This is an optimization exercise on Yosys and OpenROAD, whose aim is small area and a short achievable clock period, not a production implementation.
Only simulation tests tie the RTL to the original design; equivalence was not proved.
No activity file was given, so power comes from the tool's default toggle rates.

==> design/flow/design.v <==
package legv8_isa_pkg;
  localparam int instr_width  = 32;
  localparam int opcode_width = 11;
  typedef enum logic [opcode_width-1:0] {
    op_add  = 11'b10001011000,
    op_sub  = 11'b11001011000,
    op_and  = 11'b10001010000,
    op_orr  = 11'b10101010000,
    op_ldur = 11'b11111000010,
    op_stur = 11'b11111000000
  } opcode_t;
  localparam int rd_lsb     = 0;    
  localparam int rn_lsb     = 5;    
  localparam int rm_lsb     = 16;   
  localparam int dt_imm_lsb = 12;   
  localparam int opcode_lsb = 21;
  localparam int dt_imm_width = 9;
  typedef enum logic [1:0] {
    kind_bubble = 2'b00,
    kind_alu    = 2'b01,
    kind_load   = 2'b10,
    kind_store  = 2'b11
  } instr_kind_t;
endpackage
package legv8_datapath_pkg;
  localparam int xlen           = 64;
  localparam int reg_addr_width = 5;
  localparam int num_regs       = 32;
  localparam logic [reg_addr_width-1:0] zero_reg = 5'd31;   
  typedef enum logic [3:0] {
    alu_and = 4'b0000,
    alu_orr = 4'b0001,
    alu_add = 4'b0010,
    alu_sub = 4'b0110
  } alu_op_t;
  localparam logic [xlen-1:0] pc_step = 64'd4;
  function automatic logic [xlen-1:0] reset_value(int idx);
    logic [xlen-1:0] val;
    logic [31:0]     idx_bits;
    idx_bits = idx;
    val      = {{(xlen-32){1'b0}}, idx_bits};
    if (idx_bits[reg_addr_width-1:0] == zero_reg) begin
      val = '0;
    end
    reset_value = val;
  endfunction
endpackage
`timescale 1ns/100ps
module fetch_decode #(
  parameter logic [legv8_datapath_pkg::xlen-1:0] reset_pc = '0
) (
  input  logic        CLOCK,
  input  logic        rst,
  input  logic [31:0] instr,
  output logic [63:0] pc,
  output logic        d_alu,    
  output logic        d_ld,
  output logic        d_st,
  output logic        d_sub,
  output logic        d_and,
  output logic        d_orr,
  output logic [30:0] d_sel1,   
  output logic [30:0] d_sel2,   
  output logic [4:0]  d_rd,
  output logic [8:0]  d_imm
);
  logic [63:2] pc_q;
  logic [10:0] op;
  logic        is_add, is_sub, is_and, is_orr, is_ld, is_st;
  logic [30:0] sel2_next;
  assign op     = instr[31:21];
  assign is_add = (op == legv8_isa_pkg::op_add);
  assign is_sub = (op == legv8_isa_pkg::op_sub);
  assign is_and = (op == legv8_isa_pkg::op_and);
  assign is_orr = (op == legv8_isa_pkg::op_orr);
  assign is_ld  = (op == legv8_isa_pkg::op_ldur);
  assign is_st  = (op == legv8_isa_pkg::op_stur);
  for (genvar i = 0; i < 31; i++) begin : g_sel2
    sel_pick u_pick (
      .st(instr[28]), .rt_hit(instr[4:0] == 5'(i)), .rm_hit(instr[20:16] == 5'(i)),
      .y(sel2_next[i])
    );
  end
  always_ff @(posedge CLOCK) begin
    if (rst) begin
      pc_q  <= reset_pc[63:2];
      d_alu <= 1'b0;
      d_ld  <= 1'b0;
      d_st  <= 1'b0;
    end else begin
      pc_q  <= pc_q + 62'd1;
      d_alu <= is_add | is_sub | is_and | is_orr;
      d_ld  <= is_ld;
      d_st  <= is_st;
    end
  end
  always_ff @(posedge CLOCK) begin
    d_sub <= is_sub;
    d_and <= is_and;
    d_orr <= is_orr;
    for (int i = 0; i < 31; i++) begin
      d_sel1[i] <= (instr[9:5] == 5'(i));
      d_sel2[i] <= sel2_next[i];
    end
    d_rd  <= instr[4:0];
    d_imm <= instr[20:12];
  end
  assign pc = {pc_q, reset_pc[1:0]};
endmodule
module sel_pick (
  input  logic st,
  input  logic rt_hit,
  input  logic rm_hit,
  output logic y
);
  assign y = st ? rt_hit : rm_hit;
endmodule
`timescale 1ns/100ps
module register_file (
  input  logic        CLOCK,
  input  logic        rst,
  input  logic [30:0] rs1_sel,   
  input  logic [30:0] rs2_sel,
  input  logic [30:0] wb_row,    
  input  logic        wb_take_load,  
  input  logic        wb_take_alu,   
  input  logic [63:0] mem_rdata,
  input  logic [63:0] wb_result,
  output logic [63:0] rs1_data,
  output logic [63:0] rs2_data
);
  logic [63:0] regs [32];
  logic [31:0] sel1, sel2;
  logic        rf_rst;
  logic [63:0] wd_rst0;   
  logic [4:0]  wd_rst1;   
  always_ff @(posedge CLOCK) rf_rst <= rst;
  assign wd_rst0 = (mem_rdata & {64{wb_take_load}}) | (wb_result & {64{wb_take_alu}});
  assign wd_rst1 = wd_rst0[4:0] | {5{rf_rst}};
  for (genvar i = 0; i < 31; i++) begin : g_row
    logic        we;
    logic [63:0] wd;
    assign we = wb_row[i];
    for (genvar b = 0; b < 64; b++) begin : g_bit
      if (b < 5 && ((i >> b) & 1)) begin : g_one
        assign wd[b] = wd_rst1[b];
      end else begin : g_zero
        assign wd[b] = wd_rst0[b];
      end
    end
    always_ff @(posedge CLOCK) begin
      if (we) regs[i] <= wd;
    end
  end
  assign regs[31] = '0;
  assign sel1 = {1'b0, rs1_sel};
  assign sel2 = {1'b0, rs2_sel};
  for (genvar b = 0; b < 64; b++) begin : g_col
    logic [31:0] col;
    for (genvar i = 0; i < 32; i++) begin : g_c
      assign col[i] = regs[i][b];
    end
    rd_tree u_rd1 (.d(col), .s(sel1), .y(rs1_data[b]));
    rd_tree u_rd2 (.d(col), .s(sel2), .y(rs2_data[b]));
  end
endmodule
module rd_tree (
  input  logic [31:0] d,
  input  logic [31:0] s,
  output logic        y
);
  logic [3:0] q;
  logic [1:0] h;
  for (genvar k = 0; k < 3; k++) begin : g_q
    rd_quad u (.d(d[8*k +: 8]), .s(s[8*k +: 8]), .y(q[k]));
  end
  rd_sept u_q3 (.d(d[30:24]), .s(s[30:24]), .y(q[3]));
  rd_nor2  u_h0 (.a(q[0]), .b(q[1]), .y(h[0]));
  rd_nor2  u_h1 (.a(q[2]), .b(q[3]), .y(h[1]));
  rd_nand2 u_y  (.a(h[0]), .b(h[1]), .y(y));
endmodule
module rd_quad (
  input  logic [7:0] d,
  input  logic [7:0] s,
  output logic       y
);
  assign y = |(d & s);
endmodule
module rd_sept (
  input  logic [6:0] d,
  input  logic [6:0] s,
  output logic       y
);
  assign y = |(d & s);
endmodule
module rd_nor2 (input logic a, b, output logic y);
  assign y = ~(a | b);
endmodule
module rd_nand2 (input logic a, b, output logic y);
  assign y = ~(a & b);
endmodule
`timescale 1ns/100ps
module execute_memory (
  input  logic        CLOCK,
  input  logic        rst,
  input  logic        d_alu,
  input  logic        d_ld,
  input  logic        d_st,
  input  logic        d_sub,
  input  logic        d_and,
  input  logic        d_orr,
  input  logic [4:0]  d_rd,
  input  logic [8:0]  d_imm,
  input  logic [63:0] rs1_data,
  input  logic [63:0] rs2_data,
  output logic [63:0] mem_addr,
  output logic [63:0] mem_wdata,
  output logic        mem_read,
  output logic        mem_write,
  output logic [30:0] wb_row,    
  output logic        wb_take_load,
  output logic        wb_take_alu,
  output logic [63:0] wb_result
);
  logic        x_wen, x_ld, x_st, x_arith, x_orr, x_sub;
  logic [4:0]  x_rd;
  logic [63:0] x_a;     
  logic [63:0] x_b;     
  logic [63:0] x_op2;   
  logic [63:0] d_op2;
  logic        d_arith, d_mem;
  logic        m_ld, m_st, m_take_load, m_take_alu;
  logic [30:0] m_row;
  logic [63:0] m_result, m_wdata;
  logic [63:0] result;
  always_ff @(posedge CLOCK) begin
    if (rst) begin
      x_wen <= 1'b0;
      x_ld  <= 1'b0;
      x_st  <= 1'b0;
      m_ld  <= 1'b0;
      m_st  <= 1'b0;
      m_take_load <= 1'b0;
      m_take_alu  <= 1'b0;
    end else begin
      x_wen <= (d_alu | d_ld) & (d_rd != 5'd31);
      x_ld  <= d_ld;
      x_st  <= d_st;
      m_ld  <= x_ld;
      m_st  <= x_st;
      m_take_load <= x_ld;
      m_take_alu  <= ~x_ld;
    end
  end
  assign d_mem   = d_ld | d_st;
  assign d_arith = ~(d_and | d_orr);
  assign d_op2   = d_mem   ? {{55{d_imm[8]}}, d_imm} :
                   d_arith ? (rs2_data ^ {64{d_sub}}) : 64'd0;
  always_ff @(posedge CLOCK) begin
    x_arith  <= d_arith;
    x_orr    <= d_orr;
    x_sub    <= d_sub;
    x_rd     <= d_rd;
    x_a      <= rs1_data;
    x_b      <= rs2_data;
    x_op2    <= d_op2;
    for (int i = 0; i < 31; i++) begin
      m_row[i] <= rst | (x_wen & (x_rd == 5'(i)));
    end
    m_result <= result;
    m_wdata  <= x_b;
  end
  logic [63:0] gen0, prop0, pre, carry;
  logic [63:0] gg [7];
  logic [63:0] pp [7];
  for (genvar i = 0; i < 64; i++) begin : g_pg
    alu_and2 u_g (.a(x_a[i]), .b(x_op2[i]), .y(gen0[i]));
    alu_xor2 u_p (.a(x_a[i]), .b(x_op2[i]), .y(prop0[i]));
  end
  assign pre   = x_arith ? prop0 : ((x_a & x_b) | ({64{x_orr}} & (x_a | x_b)));
  assign gg[0] = {gen0[63:1], gen0[0] | (prop0[0] & x_sub)};
  assign pp[0] = prop0;
  for (genvar l = 0; l < 6; l++) begin : g_lvl
    for (genvar i = 0; i < 64; i++) begin : g_node
      if (i >= (2 << l)) begin : g_op
        pg_combine u_c (
          .g_hi(gg[l][i]), .p_hi(pp[l][i]), .g_lo(gg[l][i - (1 << l)]),
          .p_lo(pp[l][i - (1 << l)]), .g(gg[l+1][i]), .p(pp[l+1][i])
        );
      end else if (i >= (1 << l)) begin : g_last
        g_combine u_c (
          .g_hi(gg[l][i]), .p_hi(pp[l][i]), .g_lo(gg[l][i - (1 << l)]),
          .g(gg[l+1][i])
        );
        assign pp[l+1][i] = 1'b0;
      end else begin : g_pass
        assign gg[l+1][i] = gg[l][i];
        assign pp[l+1][i] = pp[l][i];
      end
    end
  end
  assign carry  = {gg[6][62:0], x_sub};
  assign result = pre ^ carry;
  assign mem_addr  = m_result;
  assign mem_wdata = m_wdata;
  assign mem_read  = m_ld;
  assign mem_write = m_st;
  assign wb_row       = m_row;
  assign wb_take_load = m_take_load;
  assign wb_take_alu  = m_take_alu;
  assign wb_result = m_result;
endmodule
module pg_combine (
  input  logic g_hi,
  input  logic p_hi,
  input  logic g_lo,
  input  logic p_lo,
  output logic g,
  output logic p
);
  assign g = g_hi | (p_hi & g_lo);
  assign p = p_hi & p_lo;
endmodule
module g_combine (
  input  logic g_hi,
  input  logic p_hi,
  input  logic g_lo,
  output logic g
);
  assign g = g_hi | (p_hi & g_lo);
endmodule
module alu_and2 (input logic a, b, output logic y);
  assign y = a & b;
endmodule
module alu_xor2 (input logic a, b, output logic y);
  assign y = a ^ b;
endmodule
`timescale 1ns/100ps
module legv8_core #(
  parameter logic [legv8_datapath_pkg::xlen-1:0] reset_pc = '0
) (
  input  logic                                  CLOCK,
  input  logic                                  rst,
  input  logic [legv8_isa_pkg::instr_width-1:0] instr,
  input  logic [legv8_datapath_pkg::xlen-1:0]   mem_rdata,
  output logic [legv8_datapath_pkg::xlen-1:0]   pc,
  output logic [legv8_datapath_pkg::xlen-1:0]   mem_addr,
  output logic [legv8_datapath_pkg::xlen-1:0]   mem_wdata,
  output logic                                  mem_read,
  output logic                                  mem_write
);
  logic        d_alu, d_ld, d_st, d_sub, d_and, d_orr;
  logic [30:0] d_sel1, d_sel2;
  logic [4:0]  d_rd;
  logic [8:0]  d_imm;
  logic [63:0] rs1_data, rs2_data;
  logic [30:0] wb_row;
  logic        wb_take_load, wb_take_alu;
  logic [63:0] wb_result;
  fetch_decode #(
    .reset_pc(reset_pc)
  ) u_fetch_decode (
    .CLOCK(CLOCK), .rst(rst), .instr(instr), .pc(pc),
    .d_alu(d_alu), .d_ld(d_ld), .d_st(d_st), .d_sub(d_sub), .d_and(d_and),
    .d_orr(d_orr), .d_sel1(d_sel1), .d_sel2(d_sel2), .d_rd(d_rd), .d_imm(d_imm)
  );
  register_file u_register_file (
    .CLOCK(CLOCK), .rst(rst), .rs1_sel(d_sel1), .rs2_sel(d_sel2),
    .wb_row(wb_row), .wb_take_load(wb_take_load), .wb_take_alu(wb_take_alu),
    .mem_rdata(mem_rdata), .wb_result(wb_result),
    .rs1_data(rs1_data), .rs2_data(rs2_data)
  );
  execute_memory u_execute_memory (
    .CLOCK(CLOCK), .rst(rst),
    .d_alu(d_alu), .d_ld(d_ld), .d_st(d_st), .d_sub(d_sub), .d_and(d_and),
    .d_orr(d_orr), .d_rd(d_rd), .d_imm(d_imm),
    .rs1_data(rs1_data), .rs2_data(rs2_data),
    .mem_addr(mem_addr), .mem_wdata(mem_wdata), .mem_read(mem_read),
    .mem_write(mem_write), .wb_row(wb_row), .wb_take_load(wb_take_load),
    .wb_take_alu(wb_take_alu), .wb_result(wb_result)
  );
endmodule
==> design/flow/run.sh <==
#!/bin/bash
# synth_recipe.tcl (not shown) runs the flow's synth.tcl, then flattens the netlist and writes it again
# the make line also repeats each setting of config.mk as NAME=value (left out here)
make -C /OpenROAD-flow-scripts/flow DESIGN_CONFIG=/design/flow/config.mk WORK_HOME=/design/flow/orfs CLKGATE_MAP_FILE= SYNTH_SCRIPT=/design/flow/synth_recipe.tcl finish
==> design/flow/config.mk <==
export PLATFORM = sky130hd
export DESIGN_NAME = legv8_core
export DESIGN_NICKNAME = legv8_core
export VERILOG_FILES = /design/flow/design.v
export SDC_FILE = /design/flow/constraint.sdc
export NUM_CORES = 4
export LEC_CHECK = 0
export CAP_MARGIN = 20
export CORE_MARGIN = 2
export CORE_UTILIZATION = 40
export CTS_CLUSTER_DIAMETER = 100
export CTS_CLUSTER_SIZE = 22
export SETUP_SLACK_MARGIN = 3.5
export SLEW_MARGIN = 20
export SYNTH_HIERARCHICAL = 1
export SYNTH_MINIMUM_KEEP_SIZE = 0
==> design/flow/constraint.sdc <==
create_clock -name core_clock -period 5.8 [get_ports {CLOCK}]
set_input_delay 1.1600 -clock core_clock [delete_from_list [all_inputs] [get_ports {CLOCK}]]
set_output_delay 1.1600 -clock core_clock [all_outputs]
set_load 0.01 [all_outputs]
==> out/results.txt, run 1 <==
share of layout cells above drive strength 1 = 15.36%
YS warnings = 15
vias per inst = 7.013
slack of the worst reg-to-reg path = 3390 ps
final net count = 7823
die width = 507.8 um
post-DP HPWL = 246.3 mm
Max clock buf depth = 3
VDD IR max = 0.0003527 V
Initial Util = 40.31%
H-tree levels = 4
kind of critical path = reg -> out
CP Max Fanout = 2
grt ovf = 0
routability cong. = 1.029
Slew Limit Fails = 0
Worst R2R Start = u_fetch_decode.d_sel1[24]
Setup crit end kind = output port
met3 WL = 67.20 mm
Final period util = 45.03%
Clock Pin Slew Worst Setup and Hold Paths = 90 ps
Leak Pwr = 41.60 nW
cell at the slowest stage of the critical path = dfxtp_4
Routed Antenna Nets = 0
crit path time final = 2612 ps
largest net degree at the start of global routing = 63
core footprint = 0.2519 mm^2
vias in the first global route = 74099
status = finished clean
Slew headroom = 9.460%
met2 wire len = 185.4 mm
PwrDens = 388.0 mW/mm^2
Worst-Margin Slew = 1358 ps
Die Y = 507.8 um
vias = 78426
overall power = 0.04533 W
R2R depth = 5
Clk Tree Root Cell = clkbuf_16
CTS buffer count = 134
WL final = 435.6 mm
Top Layer Used = met5
reg2reg end = u_execute_memory.x_a[18]
max frequency = 382.8 MHz
MaxCap Viol Count = 0
mapped cell area = 0.1015 mm^2
Port Buffers = 287
worst skew pair latency = 880 ps
unrepaired setup endpoints after global routing = yes
Critical Path, Cell by Cell = buf_6
initial antenna violation count = 36
Tot GR Track Use = 32.00%
Critical Path Source = u_execute_memory.m_result[32]
HP Class = reg -> reg
critical path depth = 1
Buffers & Inverters on Critical Path = 1
WL/cell = 38.95 um
critical path required time = 4640 ps
capture point of the critical path = mem_addr[32]
delay of the slowest cell on the worst path = 440 ps
Worst Skew = 55.19 ps
endpoints failing setup = 0
placed cell count = 10778
# rows = 184
first-pass GRT wire length = 575.9 mm
die area = 0.2579 mm^2
initial DRC count = 15437
Synth Instances = 7200
P&R area growth vs syn = 15.06%
Hold Vio Cnt, Final = 0
CTS tree = done
critical path's top delay family = flip-flops
crit start category = flop
drc violations = 0
met1 WL = 152.4 mm
setup TNS = 0 ps
clock sinks = 2494
fin cells = 11183
Worst EP arrival = 1450 ps
Filler Cell Count = 22080
Pre-Repair DR Iteration Count = 11
synthesized area per cell = 14.10 um^2
I/O Pins = 292
[routing by layer]
layer / up-vias / GRT usage, %
met3: 1492 / 10.30
met4: 14 / 18.50
li1: 30778 / -
met1: 39071 / 41.37
met2: 7071 / 47.17
met5: - / 0
[cell usage in the layout, fill, tap and decap left out, drive strengths merged, types with 161 or more instances in the layout]
cell       n
edfxtp  1984
a22oi   1792
dfxtp    510
buf      455
nor2     430
nand4    414
a21o     328
and2     322
nand2    228
clkbuf   218
nand3    161
[stage by stage]
step | util [%] | area (um^2) | worst slack [ps] | hold slack [ps]
2_1_floorplan | - | 101500 | 3703 | 323.6
3_3_place_gp | 43.19 | 108800 | 2551 | 326.4
3_5_place_dp | 43.19 | 108800 | 2498 | 330.3
4_1_cts | 45.77 | 115300 | 3116 | 350.7
5_1_grt | 46.38 | 116800 | 3171 | 357.9
6_report | 46.38 | 116800 | 3188 | 349.0
[sequential cells by signal (all words and copies together) (netlist names), 5 cells and up]
register / count
u_execute_memory.x_a: 64
u_register_file.regs: 1984
u_fetch_decode.d_imm: 9
u_execute_memory.m_row: 31
u_fetch_decode.d_rd: 5
u_execute_memory.x_b: 64
u_execute_memory.x_rd: 5
u_fetch_decode.d_sel2: 31
u_fetch_decode.pc_q: 62
u_execute_memory.x_op2: 64
u_fetch_decode.d_sel1: 31
u_execute_memory.m_result: 64
u_execute_memory.m_wdata: 64
[layout make-up]
type	count	area (um^2)	share of cell area, %
flip-flops and latches	2494	70640	60.47
multi-input cells	4536	32200	27.56
repair buffers	549	5758	4.929
well taps	3348	4189	3.586
clock buffers	217	3750	3.210
clock inverters	19	227.7	0.1949
inverters	9	33.78	0.02892
diodes	11	27.53	0.02356
[power by group]
group / total [W] / switching, W / internal [W]
logic: 0.00811 / 0.00521 / 0.00290
clock network: 0.0105 / 0.00592 / 0.00456
registers: 0.0267 / 0.00286 / 0.0239
[worst min-delay path by stage]
stage / start / depth (start not counted) / to
3_5_place_dp: u_fetch_decode.d_rd[1] / 0 / u_execute_memory.x_rd[1]
6_report: u_fetch_decode.d_rd[1] / 0 / u_execute_memory.x_rd[1]
4_1_cts: u_fetch_decode.d_rd[1] / 0 / u_execute_memory.x_rd[1]
3_3_place_gp: u_fetch_decode.d_rd[1] / 0 / u_execute_memory.x_rd[1]
5_1_grt: u_fetch_decode.d_rd[1] / 0 / u_execute_memory.x_rd[1]
2_1_floorplan: u_fetch_decode.d_rd[1] / 0 / u_execute_memory.x_rd[1]
[repair_timing]
action,4_1_cts,5_1_grt
setup buffers,103,51
pin swaps,23,40
endpoints found under the setup margin,1869,1089
hold buffers,0,0
gates resized for setup,1398,225
gates cloned,2,0
==> inputs of run 2 (changes only) <==
--- a/design/flow/config.mk
+++ b/design/flow/config.mk
@@ -10,4 +10,4 @@
 export CORE_UTILIZATION = 40
-export CTS_CLUSTER_DIAMETER = 100
-export CTS_CLUSTER_SIZE = 22
+export CTS_CLUSTER_DIAMETER = 80
+export CTS_CLUSTER_SIZE = 16
 export SETUP_SLACK_MARGIN = 3.5
==> run 2 against run 1 <==
Compared with the run above:
- area after synthesis did not move
- synthesized cell count did not move
- clock skew barely moved
- sequential power barely moved
- sequential share of layout area fell by 0.82 points
- non-clock buffer count rose by 11
- maximum frequency fell by 0.17%
- global-route usage rose by 0.20 points
- critical path type unchanged
==> out/results.txt, run 2 <==
status = finished clean (unchanged)
overall power = 0.04733 W (was 0.04533 W)
Net Switching = 0.01450 W (was 0.01400 W)
clock sinks = 2494 (unchanged)
Slew Limit Fails = 0 (unchanged)
MaxCap Viol Count = 0 (unchanged)
cts hold-fix bufs = 0 (unchanged)
crit path time final = 2616 ps (was 2612 ps)
synthesized area per cell = 14.10 um^2 (unchanged)
Critical Path, Cell by Cell = buf_6 (unchanged)
PwrDens = 399.7 mW/mm^2 (was 388.0 mW/mm^2)
kind of critical path = reg -> out (unchanged)
grt ovf = 0 (unchanged)
initial DRC count = 15304 (was 15437)
Initial Util = 40.31% (unchanged)
endpoints failing setup = 0 (unchanged)
unrepaired setup endpoints after global routing = yes (unchanged)
commonest cells after routing, fill and taps aside = edfxtp_1, a22oi_1, nor2_1, nand4_1, and2_1 (unchanged)
Max clock buf depth = 3 (unchanged)
Top Layer Used = met5 (unchanged)
Tot GR Track Use = 32.20% (was 32.00%)
YS warnings = 15 (unchanged)
final net count = 7879 (was 7823)
Leak Pwr = 42.35 nW (was 41.60 nW)
most common cell after layout, fill and taps aside = edfxtp_1 (unchanged)
VDD IR max = 0.0003392 V (was 0.0003527 V)
delay of the slowest cell on the worst path = 430 ps (was 440 ps)
first-pass GRT wire length = 579.7 mm (was 575.9 mm)
Setup crit end kind = output port (unchanged)
max frequency = 382.2 MHz (was 382.8 MHz)
vias = 79324 (was 78426)
combinational share of power = 17.2% (was 17.9%)
core footprint = 0.2519 mm^2 (unchanged)
Worst EP arrival = 1460 ps (was 1450 ps)
Port Buffers = 287 (unchanged)
Clock power frac = 26.4% (was 23.1%)
crit start category = flop (unchanged)
Worst-Margin Slew = 1317 ps (was 1358 ps)
I/O Pins = 292 (unchanged)
CTS tree = done (unchanged)
HP Class = reg -> reg (unchanged)
vias per inst = 7.027 (was 7.013)
CP Max Fanout = 2 (unchanged)
Core Util, Final = 47.01% (was 46.38%)
met1 WL = 155.2 mm (was 152.4 mm)
sw frac = 30.64% (was 30.89%)
Routed Antenna Nets = 0 (unchanged)
Slew headroom = 12.17% (was 9.460%)
Reg with most FFs = u_register_file.regs (unchanged)
Worst Skew = 55.43 ps (was 55.19 ps)
Clk Tree Root Cell = clkbuf_16 (unchanged)
worst skew pair latency = 890 ps (was 880 ps)
drc violations = 0 (unchanged)
Filler Cell Count = 21933 (was 22080)
share of layout cells above drive strength 1 = 15.94% (was 15.36%)
Pre-Repair DR Iteration Count = 11 (unchanged)
die area = 0.2579 mm^2 (unchanged)
Die Y = 507.8 um (unchanged)
vias in the first global route = 74854 (was 74099)
sequential share of power = 56.5% (was 59.0%)
routability cong. = 1.029 (unchanged)
# rows = 184 (unchanged)
cell at the slowest stage of the critical path = dfxtp_4 (unchanged)
post-DP HPWL = 246.3 mm (unchanged)
pre-CTS setup slack = 2498 ps (unchanged)
Buffers & Inverters on Critical Path = 1 (unchanged)
initial antenna violation count = 38 (was 36)
critical path's top delay family = flip-flops (unchanged)
met2 wire len = 186.3 mm (was 185.4 mm)
met3 WL = 66.65 mm (was 67.20 mm)
max reg flops = 1984 (unchanged)
WL final = 439.3 mm (was 435.6 mm)
H-tree levels = 4 (unchanged)
Final period util = 45.11% (was 45.03%)
mapped cell area = 0.1015 mm^2 (unchanged)
die width = 507.8 um (unchanged)
setup TNS = 0 ps (unchanged)
Int Pwr = 0.03283 W (was 0.03132 W)
Clock Pin Slew Worst Setup and Hold Paths = 80 ps (was 90 ps)
setup ws final = 3184 ps (was 3188 ps)
Hold Vio Cnt, Final = 0 (unchanged)
WL/cell = 38.92 um (was 38.95 um)
P&R area growth vs syn = 16.61% (was 15.06%)
critical path required time = 4640 ps (about the same)
Synth Instances = 7200 (unchanged)
largest net degree at the start of global routing = 63 (unchanged)
CTS buffer count = 179 (was 134)
-- run 2: final cells by class --
type                       count  area, um^2  share of cell area [%]
multi-input combinational   4536       32210                   27.21
clock buffer                 307        5012                   4.233
sequential                  2494       70630                   59.65
timing repair buffer         560        5914                   4.995
inverter                       9       33.78                 0.02853
clock inverter                24       390.4                  0.3297
tap                         3348        4189                   3.538
antenna                       10       25.02                 0.02113
-- run 2: power groups by stage --
stage	Sequential [W]	Clock [W]	Combinational (W)
floorplan	0.0259	0	0.00372
global placement	0.0266	0	0.00692
detailed placement	0.0267	0	0.00698
CTS	0.0265	0.0125	0.00750
global route	0.0270	0.0131	0.00843
finish	0.0267	0.0125	0.00812
-- run 2: repair_timing --
item	CTS	global route
pin swaps	19	48
endpoints found under the setup margin	1867	836
gates cloned	2	0
buffers inserted	104	62
resized for setup	1398	221
-- run 2: worst register-to-register path, cell delays in order, from the launching register on --
cell,delay (ps)
dfxtp_4,560
buf_4,1020
a22oi_1,270
nand4_1,230
nor2_1,100
nand2_1,140
-- run 2: path summary, 6_finish.rpt --
kind	startpoint	end	slack (ps)	cells past startpoint
min reg2reg	u_fetch_decode.d_rd[1]	u_execute_memory.x_rd[1]	340	0
max reg2reg	u_fetch_decode.d_sel1[12]	u_execute_memory.x_a[12]	3390	5
min	u_fetch_decode.d_rd[1]	u_execute_memory.x_rd[1]	340	0
max	u_execute_memory.m_result[32]	mem_addr[32]	3180	1
-- run 2: routing by layer --
metal  up-vias  GRT usage [%]
li1      30964              -
met1     39691          41.09
met2      7078          47.28
met3      1567          11.11
met4        24          19.16
met5         -              0
-- run 2: per-stage QoR --
| stage | instance area (um^2) | cells | hold WS [ps] |
|---|---|---|---|
| detailed placement | 108800 | 10778 | 330.3 |
| global route | 118400 | 11278 | 354.9 |
| global placement | 108800 | 10778 | 326.4 |
| CTS | 116800 | 11215 | 347.2 |
| floorplan | 101500 | 7201 | 323.6 |
| finish | 118400 | 11288 | 344.5 |

[re-timing with driven ports]
How much do the figures lean on ideal ports? The routed layouts below were timed once more, with nothing changed but the port constraints. Step 1 assumes that a clkbuf_16 drives the clock port and a buf_2 every other input. Step 2 also shifts input and output timing later by t, the mid clock arrival at the registers, as if the neighbouring blocks saw the same clock. a / b / c = ideal / step 1 / step 2; a / b = the first two.
run | t, ns | slack for setup (ns) | worst data-port slew with drivers (ns)
run 1 | 0.952 | 3.188 / 3.085 / 2.724 | 0.07
run 2 | 0.975 | 3.184 / 3.077 / 2.732 | 0.07
After both steps setup and hold are still met in every run listed. For run 1, which loses most, drivers alone change the setup slack by -0.103 ns; drivers and shift together by -0.464 ns.
